This design comes from an exercise in tuning for small area on the open sky130 flow, not from production work. Only simulation tests tie the RTL to the original design; equivalence was not proved. Power is estimated from default activity; no workload was simulated.

==> branch amber <==
==> flow/design.v <==
`timescale 1ns / 1ps
package ssc_pkg;
  localparam int MaxSessions = 1024;
  localparam int NumTotals   = 10;
  localparam int ModeW       = 4;
  localparam int AmountW     = 64;
  localparam int ActiveW     = 11;
  localparam int GaugeW      = $clog2(MaxSessions + 1);
  localparam int AddrW       = $clog2(NumTotals);
  typedef enum logic [ModeW-1:0] {
    MODE_CREATED   = 4'd0,
    MODE_CLOSED    = 4'd1,
    MODE_BYTES_C2B = 4'd2,
    MODE_BYTES_B2C = 4'd3,
    MODE_DGRAM_C2B = 4'd4,
    MODE_DGRAM_B2C = 4'd5,
    MODE_REJECTED  = 4'd6,
    MODE_DROPPED   = 4'd7,
    MODE_ERROR     = 4'd8,
    MODE_TIMEOUT   = 4'd9
  } ssc_mode_e;
  typedef struct packed {
    logic               en;
    logic [AddrW-1:0]   addr;
    logic [AmountW-1:0] data;
  } ssc_wr_t;
endpackage
`timescale 1ns / 1ps
module ssc_total_ram (
  input  logic                           clk_i,
  input  logic                           rst_ni,
  input  logic                           rd_en_i,
  input  logic [ssc_pkg::ModeW-1:0]      rd_addr_i,
  output logic [ssc_pkg::AmountW-1:0]    rd_data_o,
  input  ssc_pkg::ssc_wr_t               wr_i
);
  logic [ssc_pkg::AmountW-1:0]   mem [ssc_pkg::NumTotals];
  logic [ssc_pkg::NumTotals-1:0] vld_q;
  logic [ssc_pkg::AmountW-1:0]   rd_data_q;
  logic [ssc_pkg::AddrW-1:0]     rd_idx;
  logic                          rd_in_range;
  logic                          rd_hit_wr;
  assign rd_idx      = rd_addr_i[ssc_pkg::AddrW-1:0];
  assign rd_in_range = (rd_addr_i < ssc_pkg::ModeW'(ssc_pkg::NumTotals));
  assign rd_hit_wr   = wr_i.en && (wr_i.addr == rd_idx);
  always_ff @(posedge clk_i or negedge rst_ni) begin
    if (!rst_ni) begin
      vld_q <= '0;
    end else if (wr_i.en) begin
      vld_q[wr_i.addr] <= 1'b1;
    end
  end
  always_ff @(posedge clk_i) begin
    if (wr_i.en) begin
      mem[wr_i.addr] <= wr_i.data;
    end
    if (rd_en_i) begin
      if (!rd_in_range) begin
        rd_data_q <= '0;
      end else if (rd_hit_wr) begin
        rd_data_q <= wr_i.data;
      end else if (vld_q[rd_idx]) begin
        rd_data_q <= mem[rd_idx];
      end else begin
        rd_data_q <= '0;
      end
    end
  end
  assign rd_data_o = rd_data_q;
endmodule
`timescale 1ns / 1ps
module session_stat_counters (
  input  logic                             clk_i,
  input  logic                             rst_ni,
  input  logic                             start,
  output logic                             busy,
  input  logic [ssc_pkg::ModeW-1:0]        mode_i,
  input  logic [ssc_pkg::AmountW-1:0]      amount_i,
  output logic                             valid_o,
  output logic                             accepted_o,
  output logic [ssc_pkg::AmountW-1:0]      total_value_o,
  output logic [ssc_pkg::ActiveW-1:0]      active_sessions_o,
  output logic                             saturated_o,
  input  logic                             cfg_valid_i,
  output logic                             cfg_ready_o,
  input  logic                             cfg_data_i
);
  localparam logic [ssc_pkg::GaugeW-1:0] MaxGauge = ssc_pkg::GaugeW'(ssc_pkg::MaxSessions);
  logic                          accept;
  logic                          udp_q;
  logic                          s1_valid_q;
  logic [ssc_pkg::ModeW-1:0]     s1_mode_q;
  logic [ssc_pkg::AmountW-1:0]   s1_amount_q;
  logic [ssc_pkg::AmountW-1:0]   cur_total;
  logic [ssc_pkg::AmountW-1:0]   new_total;
  logic                          hits_top;
  logic                          ok;
  logic                          amount_is_one;
  ssc_pkg::ssc_wr_t              wr;
  logic [ssc_pkg::GaugeW-1:0]    gauge_q, gauge_d;
  logic                          sat_q, sat_d;
  logic                          valid_q;
  logic                          accepted_q;
  logic [ssc_pkg::AmountW-1:0]   total_q;
  assign busy        = 1'b0;
  assign accept      = start && !busy;
  assign cfg_ready_o = 1'b1;
  always_ff @(posedge clk_i or negedge rst_ni) begin
    if (!rst_ni) begin
      udp_q <= 1'b0;
    end else if (cfg_valid_i && cfg_ready_o) begin
      udp_q <= cfg_data_i;
    end
  end
  ssc_total_ram u_ram (
    .clk_i     (clk_i),
    .rst_ni    (rst_ni),
    .rd_en_i   (accept),
    .rd_addr_i (mode_i),
    .rd_data_o (cur_total),
    .wr_i      (wr)
  );
  always_ff @(posedge clk_i or negedge rst_ni) begin
    if (!rst_ni) begin
      s1_valid_q <= 1'b0;
    end else begin
      s1_valid_q <= accept;
    end
  end
  always_ff @(posedge clk_i) begin
    if (accept) begin
      s1_mode_q   <= mode_i;
      s1_amount_q <= amount_i;
    end
  end
  assign amount_is_one = (s1_amount_q == ssc_pkg::AmountW'(1));
  always_comb begin
    case (s1_mode_q)
      ssc_pkg::MODE_CREATED:
        ok = amount_is_one && (gauge_q < MaxGauge);
      ssc_pkg::MODE_CLOSED:
        ok = amount_is_one && (gauge_q != '0);
      ssc_pkg::MODE_DGRAM_C2B, ssc_pkg::MODE_DGRAM_B2C, ssc_pkg::MODE_DROPPED:
        ok = udp_q;
      ssc_pkg::MODE_BYTES_C2B, ssc_pkg::MODE_BYTES_B2C, ssc_pkg::MODE_REJECTED,
      ssc_pkg::MODE_ERROR, ssc_pkg::MODE_TIMEOUT:
        ok = 1'b1;
      default:
        ok = 1'b0;
    endcase
  end
  assign hits_top  = (s1_amount_q >= ~cur_total);
  assign new_total = hits_top ? '1 : (cur_total + s1_amount_q);
  assign wr.en   = s1_valid_q && ok;
  assign wr.addr = s1_mode_q[ssc_pkg::AddrW-1:0];
  assign wr.data = new_total;
  always_comb begin
    gauge_d = gauge_q;
    sat_d   = sat_q;
    if (wr.en) begin
      if (s1_mode_q == ssc_pkg::MODE_CREATED) begin
        gauge_d = gauge_q + ssc_pkg::GaugeW'(1);
      end else if (s1_mode_q == ssc_pkg::MODE_CLOSED) begin
        gauge_d = gauge_q - ssc_pkg::GaugeW'(1);
      end
      if (hits_top) begin
        sat_d = 1'b1;
      end
    end
  end
  always_ff @(posedge clk_i or negedge rst_ni) begin
    if (!rst_ni) begin
      gauge_q <= '0;
      sat_q   <= 1'b0;
      valid_q <= 1'b0;
    end else begin
      gauge_q <= gauge_d;
      sat_q   <= sat_d;
      valid_q <= s1_valid_q;
    end
  end
  always_ff @(posedge clk_i) begin
    if (s1_valid_q) begin
      accepted_q <= ok;
      total_q    <= ok ? new_total : '0;
    end
  end
  assign valid_o           = valid_q;
  assign accepted_o        = accepted_q;
  assign total_value_o     = total_q;
  assign active_sessions_o = gauge_q[ssc_pkg::ActiveW-1:0];
  assign saturated_o       = sat_q;
endmodule
==> flow/run.sh <==
#!/bin/bash
# synth_recipe.tcl (not shown) runs the flow's synth.tcl, then flattens the netlist and writes it again
# the make line also repeats each setting of config.mk as NAME=value (left out here)
make -C /OpenROAD-flow-scripts/flow DESIGN_CONFIG=/design/flow/config.mk WORK_HOME=/design/flow/orfs CLKGATE_MAP_FILE= SYNTH_SCRIPT=/design/flow/synth_recipe.tcl finish
==> flow/config.mk <==
export PLATFORM = sky130hd
export DESIGN_NAME = session_stat_counters
export DESIGN_NICKNAME = session_stat_counters
export VERILOG_FILES = /design/flow/design.v
export SDC_FILE = /design/flow/constraint.sdc
export NUM_CORES = 4
export LEC_CHECK = 0
export CAP_MARGIN = 20
export CORE_MARGIN = 2
export CORE_UTILIZATION = 40
export SLEW_MARGIN = 20
==> flow/constraint.sdc <==
create_clock -name core_clock -period 7.0 [get_ports {clk_i}]
set_input_delay 1.4000 -clock core_clock [delete_from_list [all_inputs] [get_ports {clk_i}]]
set_output_delay 1.4000 -clock core_clock [all_outputs]
set_load 0.01 [all_outputs]
==> branch lagoon (differences from branch amber) <==
==> flow/design.v (replaced) <==
`timescale 1ns / 1ps
package ssc_pkg;
  localparam int MaxSessions = 1024;
  localparam int NumTotals   = 10;
  localparam int ModeW       = 4;
  localparam int AmountW     = 64;
  localparam int ActiveW     = 11;
  localparam int GaugeW      = $clog2(MaxSessions + 1);
  localparam int AddrW       = $clog2(NumTotals);
  typedef enum logic [ModeW-1:0] {
    MODE_CREATED   = 4'd0,
    MODE_CLOSED    = 4'd1,
    MODE_BYTES_C2B = 4'd2,
    MODE_BYTES_B2C = 4'd3,
    MODE_DGRAM_C2B = 4'd4,
    MODE_DGRAM_B2C = 4'd5,
    MODE_REJECTED  = 4'd6,
    MODE_DROPPED   = 4'd7,
    MODE_ERROR     = 4'd8,
    MODE_TIMEOUT   = 4'd9
  } ssc_mode_e;
  typedef struct packed {
    logic               en;
    logic [AddrW-1:0]   addr;
    logic [AmountW-1:0] data;
  } ssc_wr_t;
endpackage
`timescale 1ns / 1ps
module session_stat_counters (
  input  logic                             clk_i,
  input  logic                             rst_ni,
  input  logic                             start,
  output logic                             busy,
  input  logic [ssc_pkg::ModeW-1:0]        mode_i,
  input  logic [ssc_pkg::AmountW-1:0]      amount_i,
  output logic                             valid_o,
  output logic                             accepted_o,
  output logic [ssc_pkg::AmountW-1:0]      total_value_o,
  output logic [ssc_pkg::ActiveW-1:0]      active_sessions_o,
  output logic                             saturated_o,
  input  logic                             cfg_valid_i,
  output logic                             cfg_ready_o,
  input  logic                             cfg_data_i
);
  localparam int N = ssc_pkg::NumTotals;
  localparam int W = ssc_pkg::AmountW;
  logic                          udp_q;
  logic                          s1_valid_q;
  logic [ssc_pkg::ModeW-1:0]     s1_mode_q;
  logic [W-1:0]                  s1_amount_q;
  logic [W-1:0]                  mem [N];
  logic [N-1:0]                  vld_q;
  logic [N-1:0]                  sel;
  logic [W-1:0]                  cur_total;
  logic [W-1:0]                  sum;
  logic                          carry;
  logic                          hits_top;
  logic                          ok;
  logic                          amount_is_one;
  logic [W-1:0]                  result;
  logic [ssc_pkg::GaugeW-1:0]    gauge_q;
  logic                          sat_q;
  logic                          valid_q;
  logic                          accepted_q;
  logic [W-1:0]                  total_q;
  assign busy        = 1'b0;
  assign cfg_ready_o = 1'b1;
  always_ff @(posedge clk_i or negedge rst_ni) begin
    if (!rst_ni) begin
      udp_q <= 1'b0;
    end else if (cfg_valid_i) begin
      udp_q <= cfg_data_i;
    end
  end
  always_ff @(posedge clk_i or negedge rst_ni) begin
    if (!rst_ni) begin
      s1_valid_q <= 1'b0;
    end else begin
      s1_valid_q <= start;
    end
  end
  always_ff @(posedge clk_i) begin
    s1_mode_q   <= mode_i;
    s1_amount_q <= amount_i;
  end
  always_comb begin
    for (int k = 0; k < 8; k++) begin
      sel[k] = !s1_mode_q[3] && (s1_mode_q[2:0] == 3'(k)) && vld_q[k];
    end
    sel[8] = s1_mode_q[3] && !s1_mode_q[0] && vld_q[8];
    sel[9] = s1_mode_q[3] &&  s1_mode_q[0] && vld_q[9];
  end
  always_comb begin
    cur_total = '0;
    for (int k = 0; k < N; k++) begin
      cur_total = cur_total | (mem[k] & {W{sel[k]}});
    end
  end
  assign amount_is_one = (s1_amount_q == W'(1));
  always_comb begin
    case (s1_mode_q)
      4'd0:             ok = amount_is_one && !gauge_q[10];
      4'd1:             ok = amount_is_one && (gauge_q != '0);
      4'd4, 4'd5, 4'd7: ok = udp_q;
      4'd2, 4'd3, 4'd6, 4'd8, 4'd9: ok = 1'b1;
      default:          ok = 1'b0;
    endcase
  end
  assign {carry, sum} = {1'b0, cur_total} + {1'b0, s1_amount_q};
  assign hits_top     = carry || (&sum);
  assign result       = (sum | {W{hits_top}}) & {W{ok}};
  logic wr_en;
  assign wr_en = s1_valid_q && ok;
  always_ff @(posedge clk_i or negedge rst_ni) begin
    if (!rst_ni) begin
      vld_q <= '0;
    end else if (wr_en) begin
      vld_q[s1_mode_q] <= 1'b1;
    end
  end
  always_ff @(posedge clk_i) begin
    if (wr_en) begin
      mem[s1_mode_q] <= result;
    end
  end
  always_ff @(posedge clk_i or negedge rst_ni) begin
    if (!rst_ni) begin
      gauge_q <= '0;
      sat_q   <= 1'b0;
      valid_q <= 1'b0;
    end else begin
      valid_q <= s1_valid_q;
      if (wr_en) begin
        if (s1_mode_q == 4'd0) begin
          gauge_q <= gauge_q + 1'b1;
        end else if (s1_mode_q == 4'd1) begin
          gauge_q <= gauge_q - 1'b1;
        end
        if (hits_top) begin
          sat_q <= 1'b1;
        end
      end
    end
  end
  always_ff @(posedge clk_i) begin
    accepted_q <= ok;
    total_q    <= result;
  end
  assign valid_o           = valid_q;
  assign accepted_o        = accepted_q;
  assign total_value_o     = total_q;
  assign active_sessions_o = gauge_q[ssc_pkg::ActiveW-1:0];
  assign saturated_o       = sat_q;
endmodule
==> results_dict.tcl <==
set metrics [dict create \
    hp-start "u_ram.vld_q[3]$_DFFE_PN0N_" \
    synth_edf_count 837 \
    synth.area.top_cells "edfxtp_1, mux4_2, ha_1" \
    whs_ps 454 \
    clock_latency_ps 700 \
    vias_per_cell 5.83 \
    pwr-share-comb_pct 16.5 \
    crit_top_cell "nor2_1" \
    status "no timing/DRC/antenna violations" \
    wl_per_cell_um 27.5 \
    cp_num_cells 11 \
    mostFrequentLayoutCells "edfxtp_1, a21oi_1, nand2_1" \
]
The numbers above come from branch amber.

==> results_dict.tcl <==
set metrics [dict create \
    status "no timing/DRC/antenna violations" \
    mostFrequentLayoutCells "edfxtp_1, clkdlybuf4s50_1, dfxtp_1" \
    vias_per_cell 6.02 \
    synth_edf_count 640 \
    synth.area.top_cells "edfxtp_1, dfxtp_1, a222oi_1" \
    dominant_cells "flip-flops and latches" \
    wl_per_cell_um 28.2 \
    worst_pin_slew_ps 1100 \
    whs_ps 455 \
    clock_latency_ps 630 \
    pwr-share-comb_pct 19.3 \
    hp-start "vld_q[6]$_DFFE_PN0P_" \
    crit_top_cell "ha_1" \
]
The numbers above come from branch lagoon.

-- port drivers added, routing unchanged --
In the flow no input, the clock included, has a driving cell. The finished layouts below were timed again as built, in two steps. Step 1 sets driving cells, clkbuf_16 on the clock port and buf_2 on the other inputs (assumed; they add their load-dependent delay and slew). Step 2 adds t to the input delays and takes it off the output delays; t is the mean of the earliest and latest rising clock arrival at the registers after step 1. Input paths then give back, and output paths get back, about the clock's delay inside the block. a / b / c = no drivers / after step 1 / after step 2; a / b = the first two.
run	shift t [ns]	setup WS [ns]	worst setup path at the end
branch amber	0.742	2.049 / 2.049 / 2.049	register to register
branch lagoon	0.684	0.276 / 0.276 / 0.276	register to register
After both steps every run listed still meets setup and hold.
